What follows belongs to an exercise in optimizing a design on an open flow for small area, a short achievable clock period and few clock cycles per item; a production flow would make more cautious choices.
In this exercise RTL edits were held to simulation tests only and were not proved equivalent to the original.
No activity file was given, so power comes from the tool's default toggle rates.

==> inputs of build 46 <==
==> flow/design.v <==
package kdee_pkg;
  localparam int NUM_KEYS_DEF  = 22;
  localparam int SCAN_BITS_DEF = 24;
  localparam int COMBO_MAX_DEF = 5;
  localparam int TIME_BITS_DEF = 32;
  localparam int OUT_BITS      = 22;
  localparam int CNT_BITS      = 5;
  localparam int CFG_IDX_BITS  = 3;
  localparam int CFG_DATA_BITS = 32;
  localparam int MS_BITS       = 16;
  localparam logic [CFG_IDX_BITS-1:0] REG_DEBOUNCE  = 3'd0;
  localparam logic [CFG_IDX_BITS-1:0] REG_LONG      = 3'd1;
  localparam logic [CFG_IDX_BITS-1:0] REG_RPT_DELAY = 3'd2;
  localparam logic [CFG_IDX_BITS-1:0] REG_RPT_PER   = 3'd3;
  localparam logic [CFG_IDX_BITS-1:0] REG_RPT_EN    = 3'd4;
endpackage
module kdee_ram #(
  parameter int WIDTH = 8,
  parameter int DEPTH = 16
) (
  input  logic                     clk,
  input  logic                     we,
  input  logic [$clog2(DEPTH)-1:0] waddr,
  input  logic [WIDTH-1:0]         wdata,
  input  logic [$clog2(DEPTH)-1:0] raddr,
  output logic [WIDTH-1:0]         rdata
);
  logic [WIDTH-1:0] mem [DEPTH];
  always_ff @(posedge clk) begin
    if (we) mem[waddr] <= wdata;
    rdata <= mem[raddr];
  end
endmodule
import kdee_pkg::*;
module kdee_keyseq
#(
  parameter int TIME_BITS = kdee_pkg::TIME_BITS_DEF
) (
  input  logic                 clk,
  input  logic                 rst_n,
  input  logic                 a_go,       
  input  logic                 u_go,       
  input  logic                 a_dn,       
  input  logic [TIME_BITS-1:0] now,        
  input  logic [15:0]          y_long,     
  input  logic                 b_long,     
  input  logic [15:0]          y_rdl,
  input  logic                 b_rdl,
  input  logic [15:0]          y_rpr,
  input  logic                 b_rpr,
  input  logic                 ren,        
  input  logic                 long0,      
  input  logic                 rdl0,       
  input  logic                 w_pm,
  input  logic                 w_rp,
  input  logic [TIME_BITS-1:0] w_now,
  input  logic                 dd_long,
  input  logic                 dd_rdl,
  input  logic                 dd_rpr,
  output logic                 dn_u,       
  output logic                 dn_r,       
  output logic                 pm,
  output logic                 rm,
  output logic                 lm,
  output logic                 rp
);
  function automatic logic le16(input logic [15:0] x, input logic [15:0] y);
    logic c;
    c = 1'b1;
    for (int i = 0; i < 16; i++) c = (~x[i] & y[i]) | (~(x[i] & ~y[i]) & c);
    le16 = c;
  endfunction
  logic                 lng_r, rv_r, down_r, u_dn;
  logic [TIME_BITS-1:0] ps_r, rs_r;
  always_ff @(posedge clk) begin
    if (a_go) u_dn <= a_dn;
  end
  logic        bp, br, hp, hr, gel, gdl, gpr, lng_e;
  logic [15:0] now_hm1;
  always_comb begin
    now_hm1 = now[31:16] - 16'd1;
    bp  = !le16(ps_r[15:0], now[15:0]);
    br  = !le16(rs_r[15:0], now[15:0]);
    hp  = (ps_r[31:16] == (bp ? now_hm1 : now[31:16]));
    hr  = (rs_r[31:16] == (br ? now_hm1 : now[31:16]));
    gel = w_pm ? dd_long : !hp || (bp ? (!b_long || le16(ps_r[15:0], y_long))
                     : (!b_long && le16(ps_r[15:0], y_long)));
    gdl = w_pm ? dd_rdl : !hp || (bp ? (!b_rdl || le16(ps_r[15:0], y_rdl))
                     : (!b_rdl && le16(ps_r[15:0], y_rdl)));
    gpr = w_rp ? dd_rpr : !hr || (br ? (!b_rpr || le16(rs_r[15:0], y_rpr))
                     : (!b_rpr && le16(rs_r[15:0], y_rpr)));
    pm    = u_dn && !down_r;
    rm    = !u_dn && down_r;
    lng_e = lng_r && !pm;
    lm    = u_dn && !lng_e && (pm ? long0 : gel);
    rp    = u_dn && ren && (pm ? rdl0 : gdl) && (!rv_r || gpr);
  end
  assign dn_u = u_dn;
  assign dn_r = down_r;
  always_ff @(posedge clk) begin
    if (w_pm) ps_r <= w_now;
    if (w_rp) rs_r <= w_now;
    if (u_go) lng_r <= lng_e || lm;
  end
  always_ff @(posedge clk) begin
    if (!rst_n) begin
      rv_r <= 1'b0; down_r <= 1'b0;
    end else if (u_go) begin
      down_r <= u_dn;
      if (rp) rv_r <= 1'b1;
    end
  end
endmodule
import kdee_pkg::*;
module keypad_debounce_event_engine
#(
  parameter int NUM_KEYS  = kdee_pkg::NUM_KEYS_DEF,
  parameter int SCAN_BITS = kdee_pkg::SCAN_BITS_DEF,
  parameter int COMBO_MAX = kdee_pkg::COMBO_MAX_DEF,
  parameter int TIME_BITS = kdee_pkg::TIME_BITS_DEF
) (
  input  logic                 clk,
  input  logic                 rst_n,
  input  logic                 in_valid,
  output logic                 in_ready,
  input  logic [TIME_BITS-1:0] in_now_ms,
  input  logic [SCAN_BITS-1:0] in_scan_word,
  output logic                 out_valid,
  input  logic                 out_ready,
  output logic [21:0]          out_press_mask,
  output logic [21:0]          out_release_mask,
  output logic [21:0]          out_long_mask,
  output logic [21:0]          out_repeat_mask,
  output logic                 out_combo_valid,
  output logic [4:0]           out_combo_first_key,
  output logic [4:0]           out_held_count,
  output logic [21:0]          out_held_mask,
  input  logic                 cfg_valid,
  output logic                 cfg_ready,
  input  logic [2:0]           cfg_index,
  input  logic [31:0]          cfg_data
);
  logic [MS_BITS-1:0]  deb_r, long_r, rdl_r, rpr_r;
  logic [OUT_BITS-1:0] ren_r;
  function automatic logic le16(input logic [15:0] x, input logic [15:0] y);
    logic [15:0] g0, l0;
    logic [7:0]  g1, l1;
    logic [3:0]  g2, l2;
    logic [1:0]  g3, l3;
    g0 = x & ~y;
    l0 = ~x & y;
    for (int i = 0; i < 8; i++) begin
      g1[i] = g0[2*i+1] | (~l0[2*i+1] & g0[2*i]);
      l1[i] = l0[2*i+1] | (~g0[2*i+1] & l0[2*i]);
    end
    for (int i = 0; i < 4; i++) begin
      g2[i] = g1[2*i+1] | (~l1[2*i+1] & g1[2*i]);
      l2[i] = l1[2*i+1] | (~g1[2*i+1] & l1[2*i]);
    end
    for (int i = 0; i < 2; i++) begin
      g3[i] = g2[2*i+1] | (~l2[2*i+1] & g2[2*i]);
      l3[i] = l2[2*i+1] | (~g2[2*i+1] & l2[2*i]);
    end
    le16 = ~(g3[1] | (~l3[1] & g3[0]));
  endfunction
  function automatic logic [4:0] pop22(input logic [21:0] w);
    logic [1:0] s1 [11];
    logic [2:0] s2 [6];
    logic [3:0] s3 [3];
    for (int i = 0; i < 11; i++) s1[i] = {1'b0, w[2*i]} + {1'b0, w[2*i+1]};
    for (int i = 0; i < 5; i++) s2[i] = {1'b0, s1[2*i]} + {1'b0, s1[2*i+1]};
    s2[5] = {1'b0, s1[10]};
    for (int i = 0; i < 3; i++) s3[i] = {1'b0, s2[2*i]} + {1'b0, s2[2*i+1]};
    pop22 = ({1'b0, s3[0]} + {1'b0, s3[1]}) + {1'b0, s3[2]};
  endfunction
  assign cfg_ready = 1'b1;
  always_ff @(posedge clk) begin
    if (!rst_n) begin
      deb_r <= 16'd20; long_r <= 16'd1000; rdl_r <= 16'd500; rpr_r <= 16'd100;
      ren_r <= '0;
    end else if (cfg_valid) begin
      unique case (cfg_index)
        REG_DEBOUNCE:  deb_r  <= cfg_data[MS_BITS-1:0];
        REG_LONG:      long_r <= cfg_data[MS_BITS-1:0];
        REG_RPT_DELAY: rdl_r  <= cfg_data[MS_BITS-1:0];
        REG_RPT_PER:   rpr_r  <= cfg_data[MS_BITS-1:0];
        REG_RPT_EN:    ren_r  <= cfg_data[OUT_BITS-1:0];
        default: ;
      endcase
    end
  end
  logic k_v, t_v, u_v, o_v, a_go, u_go, o_free, u_free, t_free;
  logic [TIME_BITS-1:0] k_now, t_now, u_now;
  logic [SCAN_BITS-1:0] k_scan, t_scan;
  assign in_ready = !k_v;
  assign o_free   = !o_v || out_ready;
  assign u_go     = u_v && o_free;
  assign u_free   = !u_v || o_free;
  assign a_go     = t_v && u_free;
  assign t_free   = !t_v || u_free;
  always_ff @(posedge clk) begin
    if (!rst_n) begin
      k_v <= 1'b0; t_v <= 1'b0; u_v <= 1'b0;
    end else begin
      if (t_free) begin
        t_v <= k_v || in_valid;
        k_v <= 1'b0;
      end else if (in_valid && !k_v) begin
        k_v <= 1'b1;
      end
      if (u_free) u_v <= t_v;
    end
  end
  always_ff @(posedge clk) begin
    if (!k_v) begin
      k_now  <= in_now_ms;
      k_scan <= in_scan_word;
    end
    if (t_free) begin
      t_now  <= k_v ? k_now : in_now_ms;
      t_scan <= k_v ? k_scan : in_scan_word;
    end
  end
  logic [SCAN_BITS-1:0] cand_r, stab_r, stab_n;
  logic [TIME_BITS-1:0] dstamp_r;
  logic [15:0]          a_yl, a_yd, a_yp, a_yb, a_hm1;
  logic                 a_bl, a_bd, a_bp, a_bb, db, dh, go, nc, ns;
  logic [TIME_BITS-1:0] pv, w_now;
  logic                 pb, ph, a_ddl, a_ddd, a_ddp, u_ddl, u_ddd, u_ddp;
  logic [NUM_KEYS-1:0]  t_dn;
  logic [CNT_BITS-1:0]  held_r, pc_t, cnt_n;
  for (genvar k = 0; k < NUM_KEYS; k++) begin : g_tdn
    assign t_dn[k] = !t_scan[(k / 8) * 8 + 7 - (k % 8)];
  end
  always_comb begin
    {a_bl, a_yl} = {1'b0, t_now[15:0]} - {1'b0, long_r};
    {a_bd, a_yd} = {1'b0, t_now[15:0]} - {1'b0, rdl_r};
    {a_bp, a_yp} = {1'b0, t_now[15:0]} - {1'b0, rpr_r};
    {a_bb, a_yb} = {1'b0, t_now[15:0]} - {1'b0, deb_r};
    a_hm1 = t_now[31:16] - 16'd1;
    db = !le16(dstamp_r[15:0], t_now[15:0]);
    dh = dstamp_r[31:16] == (db ? a_hm1 : t_now[31:16]);
    go = !dh || (db ? (!a_bb || le16(dstamp_r[15:0], a_yb))
                    : (!a_bb && le16(dstamp_r[15:0], a_yb)));
    pv = u_v ? u_now : w_now;
    pb = !le16(pv[15:0], t_now[15:0]);
    ph = pv[31:16] == (pb ? a_hm1 : t_now[31:16]);
    a_ddl = !ph || (pb ? (!a_bl || le16(pv[15:0], a_yl)) : (!a_bl && le16(pv[15:0], a_yl)));
    a_ddd = !ph || (pb ? (!a_bd || le16(pv[15:0], a_yd)) : (!a_bd && le16(pv[15:0], a_yd)));
    a_ddp = !ph || (pb ? (!a_bp || le16(pv[15:0], a_yp)) : (!a_bp && le16(pv[15:0], a_yp)));
    nc = go && (t_scan != cand_r);
    ns = go && !nc && (t_scan != stab_r);
    stab_n = ns ? t_scan : stab_r;
    pc_t  = pop22(t_dn);
    cnt_n = ns ? pc_t : held_r;
  end
  always_ff @(posedge clk) begin
    if (!rst_n) begin
      cand_r <= '1; stab_r <= '1; dstamp_r <= '0; held_r <= '0;
    end else if (a_go) begin
      if (nc) begin
        cand_r <= t_scan; dstamp_r <= t_now;
      end
      if (ns) begin
        stab_r <= t_scan; held_r <= pc_t;
      end
    end
  end
  logic [15:0]         u_yl, u_yd, u_yp;
  logic                u_bl, u_bd, u_bp, long0, rdl0;
  logic [CNT_BITS-1:0] u_cnt;
  always_ff @(posedge clk) begin
    if (u_free) begin
      u_now <= t_now; u_cnt <= cnt_n;
      u_ddl <= a_ddl; u_ddd <= a_ddd; u_ddp <= a_ddp;
      u_yl <= a_yl; u_bl <= a_bl;
      u_yd <= a_yd; u_bd <= a_bd;
      u_yp <= a_yp; u_bp <= a_bp;
    end
  end
  assign long0 = long_r == '0;
  assign rdl0  = rdl_r == '0;
  logic [NUM_KEYS-1:0] dn_u, dn_r;
  logic [OUT_BITS-1:0] pm, rm, lm, rp;
  for (genvar k = 0; k < NUM_KEYS; k++) begin : g_key
    localparam int B = (k / 8) * 8 + 7 - (k % 8);
    kdee_keyseq #(.TIME_BITS(TIME_BITS)) u_key (
      .clk(clk), .rst_n(rst_n), .a_go(a_go), .u_go(u_go), .a_dn(!stab_n[B]),
      .now(u_now),
      .y_long(u_yl), .b_long(u_bl), .y_rdl(u_yd), .b_rdl(u_bd), .y_rpr(u_yp), .b_rpr(u_bp),
      .ren(ren_r[k]), .long0(long0), .rdl0(rdl0),
      .w_pm(out_press_mask[k]), .w_rp(out_repeat_mask[k]), .w_now(w_now),
      .dd_long(u_ddl), .dd_rdl(u_ddd), .dd_rpr(u_ddp),
      .dn_u(dn_u[k]), .dn_r(dn_r[k]),
      .pm(pm[k]), .rm(rm[k]), .lm(lm[k]), .rp(rp[k])
    );
  end
  logic [4:0] first;
  logic       combo;
  always_comb begin
    first = '0;
    for (int i = NUM_KEYS - 1; i >= 0; i--) if (dn_u[i]) first = 5'(i + 1);
    combo = (u_cnt > 1) && (32'(u_cnt) <= COMBO_MAX);
  end
  always_ff @(posedge clk) begin
    if (!rst_n) o_v <= 1'b0;
    else if (o_free) o_v <= u_v;
  end
  always_ff @(posedge clk) begin
    if (u_go) begin
      w_now <= u_now;
      out_press_mask <= pm; out_release_mask <= rm;
      out_long_mask <= lm; out_repeat_mask <= rp;
      out_held_count <= u_cnt;
      out_held_mask <= OUT_BITS'(dn_u);
      out_combo_valid <= combo;
      out_combo_first_key <= combo ? first : '0;
    end
  end
  assign out_valid = o_v;
endmodule
==> flow/run.sh <==
#!/bin/bash
# synth_recipe.tcl (not shown) runs the flow's synth.tcl, then flattens the netlist and writes it again
# the make line also repeats each setting of config.mk as NAME=value (left out here)
make -C /OpenROAD-flow-scripts/flow DESIGN_CONFIG=/design/flow/config.mk WORK_HOME=/design/flow/orfs CLKGATE_MAP_FILE= SYNTH_SCRIPT=/design/flow/synth_recipe.tcl finish
==> flow/config.mk <==
export PLATFORM = sky130hd
export DESIGN_NAME = keypad_debounce_event_engine
export DESIGN_NICKNAME = keypad_debounce_event_engine
export VERILOG_FILES = /design/flow/design.v
export SDC_FILE = /design/flow/constraint.sdc
export NUM_CORES = 4
export LEC_CHECK = 0
export CAP_MARGIN = 30
export CORE_MARGIN = 2
export CORE_UTILIZATION = 45
export SETUP_SLACK_MARGIN = 5
export SLEW_MARGIN = 20
==> flow/constraint.sdc <==
create_clock -name core_clock -period 10.0 [get_ports {clk}]
set_input_delay 2.0000 -clock core_clock [delete_from_list [all_inputs] [get_ports {clk}]]
set_output_delay 2.0000 -clock core_clock [all_outputs]
set_load 0.01 [all_outputs]
==> trial 98 (differences from build 46) <==
==> flow/design.v, changed modules only <==
module keypad_debounce_event_engine
#(
  parameter int NUM_KEYS  = kdee_pkg::NUM_KEYS_DEF,
  parameter int SCAN_BITS = kdee_pkg::SCAN_BITS_DEF,
  parameter int COMBO_MAX = kdee_pkg::COMBO_MAX_DEF,
  parameter int TIME_BITS = kdee_pkg::TIME_BITS_DEF
) (
  input  logic                 clk,
  input  logic                 rst_n,
  input  logic                 in_valid,
  output logic                 in_ready,
  input  logic [TIME_BITS-1:0] in_now_ms,
  input  logic [SCAN_BITS-1:0] in_scan_word,
  output logic                 out_valid,
  input  logic                 out_ready,
  output logic [21:0]          out_press_mask,
  output logic [21:0]          out_release_mask,
  output logic [21:0]          out_long_mask,
  output logic [21:0]          out_repeat_mask,
  output logic                 out_combo_valid,
  output logic [4:0]           out_combo_first_key,
  output logic [4:0]           out_held_count,
  output logic [21:0]          out_held_mask,
  input  logic                 cfg_valid,
  output logic                 cfg_ready,
  input  logic [2:0]           cfg_index,
  input  logic [31:0]          cfg_data
);
  logic [MS_BITS-1:0]  deb_r, long_r, rdl_r, rpr_r;
  logic [OUT_BITS-1:0] ren_r;
  function automatic logic le16(input logic [15:0] x, input logic [15:0] y);
    logic [15:0] g0, l0;
    logic [7:0]  g1, l1;
    logic [3:0]  g2, l2;
    logic [1:0]  g3, l3;
    g0 = x & ~y;
    l0 = ~x & y;
    for (int i = 0; i < 8; i++) begin
      g1[i] = g0[2*i+1] | (~l0[2*i+1] & g0[2*i]);
      l1[i] = l0[2*i+1] | (~g0[2*i+1] & l0[2*i]);
    end
    for (int i = 0; i < 4; i++) begin
      g2[i] = g1[2*i+1] | (~l1[2*i+1] & g1[2*i]);
      l2[i] = l1[2*i+1] | (~g1[2*i+1] & l1[2*i]);
    end
    for (int i = 0; i < 2; i++) begin
      g3[i] = g2[2*i+1] | (~l2[2*i+1] & g2[2*i]);
      l3[i] = l2[2*i+1] | (~g2[2*i+1] & l2[2*i]);
    end
    le16 = ~(g3[1] | (~l3[1] & g3[0]));
  endfunction
  function automatic logic [2:0] pop6(input logic [5:0] w);
    pop6 = ({1'b0, {1'b0, w[0]} + {1'b0, w[1]}} + {1'b0, {1'b0, w[2]} + {1'b0, w[3]}})
         + {1'b0, {1'b0, w[4]} + {1'b0, w[5]}};
  endfunction
  assign cfg_ready = 1'b1;
  always_ff @(posedge clk) begin
    if (!rst_n) begin
      deb_r <= 16'd20; long_r <= 16'd1000; rdl_r <= 16'd500; rpr_r <= 16'd100;
      ren_r <= '0;
    end else if (cfg_valid) begin
      unique case (cfg_index)
        REG_DEBOUNCE:  deb_r  <= cfg_data[MS_BITS-1:0];
        REG_LONG:      long_r <= cfg_data[MS_BITS-1:0];
        REG_RPT_DELAY: rdl_r  <= cfg_data[MS_BITS-1:0];
        REG_RPT_PER:   rpr_r  <= cfg_data[MS_BITS-1:0];
        REG_RPT_EN:    ren_r  <= cfg_data[OUT_BITS-1:0];
        default: ;
      endcase
    end
  end
  logic k_v, t_v, u_v, o_v, a_go, u_go, o_free, u_free, t_free;
  logic [TIME_BITS-1:0] k_now, t_now, u_now;
  logic [SCAN_BITS-1:0] k_scan, t_scan, nx_scan;
  logic [TIME_BITS-1:0] nx_now;
  logic [NUM_KEYS-1:0]  nx_dn;
  logic [15:0]          a_yl, a_yd, a_yp, a_yb, a_hm1;
  logic                 a_bl, a_bd, a_bp, a_bb;
  logic [2:0]           pc_g [4];
  logic [CNT_BITS-1:0]  pc_t;
  assign nx_now  = k_v ? k_now : in_now_ms;
  assign nx_scan = k_v ? k_scan : in_scan_word;
  for (genvar k = 0; k < NUM_KEYS; k++) begin : g_ndn
    assign nx_dn[k] = !nx_scan[(k / 8) * 8 + 7 - (k % 8)];
  end
  assign in_ready = !k_v;
  assign o_free   = !o_v || out_ready;
  assign u_go     = u_v && o_free;
  assign u_free   = !u_v || o_free;
  assign a_go     = t_v && u_free;
  assign t_free   = !t_v || u_free;
  always_ff @(posedge clk) begin
    if (!rst_n) begin
      k_v <= 1'b0; t_v <= 1'b0; u_v <= 1'b0;
    end else begin
      if (t_free) begin
        t_v <= k_v || in_valid;
        k_v <= 1'b0;
      end else if (in_valid && !k_v) begin
        k_v <= 1'b1;
      end
      if (u_free) u_v <= t_v;
    end
  end
  always_ff @(posedge clk) begin
    if (!k_v) begin
      k_now  <= in_now_ms;
      k_scan <= in_scan_word;
    end
    if (t_free) begin
      t_now  <= nx_now;
      t_scan <= nx_scan;
      {a_bl, a_yl} <= {1'b0, nx_now[15:0]} - {1'b0, long_r};
      {a_bd, a_yd} <= {1'b0, nx_now[15:0]} - {1'b0, rdl_r};
      {a_bp, a_yp} <= {1'b0, nx_now[15:0]} - {1'b0, rpr_r};
      {a_bb, a_yb} <= {1'b0, nx_now[15:0]} - {1'b0, deb_r};
      a_hm1 <= nx_now[31:16] - 16'd1;
      pc_g[0] <= pop6(nx_dn[5:0]);
      pc_g[1] <= pop6(nx_dn[11:6]);
      pc_g[2] <= pop6(nx_dn[17:12]);
      pc_g[3] <= pop6({2'b00, nx_dn[21:18]});
    end
  end
  logic [SCAN_BITS-1:0] cand_r, stab_r, stab_n;
  logic [TIME_BITS-1:0] dstamp_r;
  logic                 db, dh, go, nc, ns;
  logic [TIME_BITS-1:0] pv, w_now;
  logic                 pb, ph, a_ddl, a_ddd, a_ddp, u_ddl, u_ddd, u_ddp;
  logic [CNT_BITS-1:0]  held_r, cnt_n;
  always_comb begin
    db = !le16(dstamp_r[15:0], t_now[15:0]);
    dh = dstamp_r[31:16] == (db ? a_hm1 : t_now[31:16]);
    go = !dh || (db ? (!a_bb || le16(dstamp_r[15:0], a_yb))
                    : (!a_bb && le16(dstamp_r[15:0], a_yb)));
    pv = u_v ? u_now : w_now;
    pb = !le16(pv[15:0], t_now[15:0]);
    ph = pv[31:16] == (pb ? a_hm1 : t_now[31:16]);
    a_ddl = !ph || (pb ? (!a_bl || le16(pv[15:0], a_yl)) : (!a_bl && le16(pv[15:0], a_yl)));
    a_ddd = !ph || (pb ? (!a_bd || le16(pv[15:0], a_yd)) : (!a_bd && le16(pv[15:0], a_yd)));
    a_ddp = !ph || (pb ? (!a_bp || le16(pv[15:0], a_yp)) : (!a_bp && le16(pv[15:0], a_yp)));
    nc = go && (t_scan != cand_r);
    ns = go && !nc && (t_scan != stab_r);
    stab_n = ns ? t_scan : stab_r;
    pc_t  = (CNT_BITS'(pc_g[0]) + CNT_BITS'(pc_g[1])) + (CNT_BITS'(pc_g[2]) + CNT_BITS'(pc_g[3]));
    cnt_n = ns ? pc_t : held_r;
  end
  always_ff @(posedge clk) begin
    if (!rst_n) begin
      cand_r <= '1; stab_r <= '1; dstamp_r <= '0; held_r <= '0;
    end else if (a_go) begin
      if (nc) begin
        cand_r <= t_scan; dstamp_r <= t_now;
      end
      if (ns) begin
        stab_r <= t_scan; held_r <= pc_t;
      end
    end
  end
  logic [15:0]         u_yl, u_yd, u_yp;
  logic                u_bl, u_bd, u_bp, long0, rdl0;
  logic [CNT_BITS-1:0] u_cnt;
  always_ff @(posedge clk) begin
    if (u_free) begin
      u_now <= t_now; u_cnt <= cnt_n;
      u_ddl <= a_ddl; u_ddd <= a_ddd; u_ddp <= a_ddp;
      u_yl <= a_yl; u_bl <= a_bl;
      u_yd <= a_yd; u_bd <= a_bd;
      u_yp <= a_yp; u_bp <= a_bp;
    end
  end
  assign long0 = long_r == '0;
  assign rdl0  = rdl_r == '0;
  logic [NUM_KEYS-1:0] dn_u, dn_r;
  logic [OUT_BITS-1:0] pm, rm, lm, rp;
  for (genvar k = 0; k < NUM_KEYS; k++) begin : g_key
    localparam int B = (k / 8) * 8 + 7 - (k % 8);
    kdee_keyseq #(.TIME_BITS(TIME_BITS)) u_key (
      .clk(clk), .rst_n(rst_n), .a_go(a_go), .u_go(u_go), .a_dn(!stab_n[B]),
      .now(u_now),
      .y_long(u_yl), .b_long(u_bl), .y_rdl(u_yd), .b_rdl(u_bd), .y_rpr(u_yp), .b_rpr(u_bp),
      .ren(ren_r[k]), .long0(long0), .rdl0(rdl0),
      .w_pm(out_press_mask[k]), .w_rp(out_repeat_mask[k]), .w_now(w_now),
      .dd_long(u_ddl), .dd_rdl(u_ddd), .dd_rpr(u_ddp),
      .dn_u(dn_u[k]), .dn_r(dn_r[k]),
      .pm(pm[k]), .rm(rm[k]), .lm(lm[k]), .rp(rp[k])
    );
  end
  logic [4:0] first;
  logic       combo;
  always_comb begin
    first = '0;
    for (int i = NUM_KEYS - 1; i >= 0; i--) if (dn_u[i]) first = 5'(i + 1);
    combo = (u_cnt > 1) && (32'(u_cnt) <= COMBO_MAX);
  end
  always_ff @(posedge clk) begin
    if (!rst_n) o_v <= 1'b0;
    else if (o_free) o_v <= u_v;
  end
  always_ff @(posedge clk) begin
    if (u_go) begin
      w_now <= u_now;
      out_press_mask <= pm; out_release_mask <= rm;
      out_long_mask <= lm; out_repeat_mask <= rp;
      out_held_count <= u_cnt;
      out_held_mask <= OUT_BITS'(dn_u);
      out_combo_valid <= combo;
      out_combo_first_key <= combo ? first : '0;
    end
  end
  assign out_valid = o_v;
endmodule
==> run summary <==
The origin of the worst min-delay path was dstamp_r[2]. The violation count after the first detailed-routing iteration is 15,801. For the number of cell rows, the log shows 189. The clock network consumes a total of 9030 uW.

The number of setup buffers added after CTS is 57. The design area is 138,000 um^2. Of all the cell area in the finished design, the clock network holds 5.67%.

The run finished with no timing, DRC or antenna violations. Multi-input combinational cells in the finished layout were counted as 8,380. The transition at the pin with the smallest max-transition slack was 1.13 ns. Headroom to the max-slew limit came out at 23.9%.

The run gives 265,000 um^2 as the area of the core. Synthesis instantiated 106 different standard cells from the library. At the end of routability-driven placement, the weighted congestion stood at 1.01.

The worst hold path terminates at dstamp_r[2]. Counting every sink on the clock net gives 2,027. In this run the power density over the cells is 168 nW/um^2.

Effective utilization at floorplan: 45.2%.
-- figures above: build 46

==> run summary <==
The worst hold path begins at a_yl[11]. Areal power density over the cells: 162 nW/um^2. The tools report the effective utilization at floorplan as 45.3%. For the area of the core, the log shows 271,000 um^2.

For the number of cell rows, the log shows 191. For this run, combinational gates with multiple inputs come to 8,348. The tools report the power of the clock network as 8980 uW. The flow ran to the end and the layout has no timing, DRC or antenna violations.

Measured on the final layout, the clock distribution area share stands at 5.35%. The tools report the distinct cell type count after synthesis as 97. The global placer's final weighted congestion was 1.02; the total number of clock tree sinks was 2,123. The path with the worst hold slack has its endpoint at u_yl[11].
-- figures above: trial 98

Testbench counts of build 46, summed over its fixed seeds: cycles 5,347, ticks 5,299.
Testbench counts of trial 98, summed over its fixed seeds: cycles 5,347, ticks 5,299.

-- static timing again, ports no longer ideal --
In the flow no input, the clock included, has a driving cell. The finished layouts below were timed again as built, in two steps. Step 1 sets driving cells, clkbuf_16 on the clock port and buf_2 on the other inputs (assumed; they add their load-dependent delay and slew). Step 2 adds t to the input delays and takes it off the output delays; t is the mean of the earliest and latest rising clock arrival at the registers after step 1. Input paths then give back, and output paths get back, about the clock's delay inside the block. Slacks: ideal / step 1 / step 2; pairs: ideal / step 1.
run | t (ns) | setup slack, ns | worst setup path after step 2 | worst register clock-pin slew, ns | worst data-port slew with drivers (ns)
build 46 | 1.048 | 4.831 / 4.831 / 4.543 | input to register | 0.07 / 0.07 | 0.08
trial 98 | 1.034 | 4.827 / 4.827 / 4.151 | input to register | 0.07 / 0.07 | 0.06
After both steps setup and hold are still met in every run listed. The setup slack of trial 98, which loses most, moves by 0.000 ns with the drivers and by -0.676 ns with both steps.
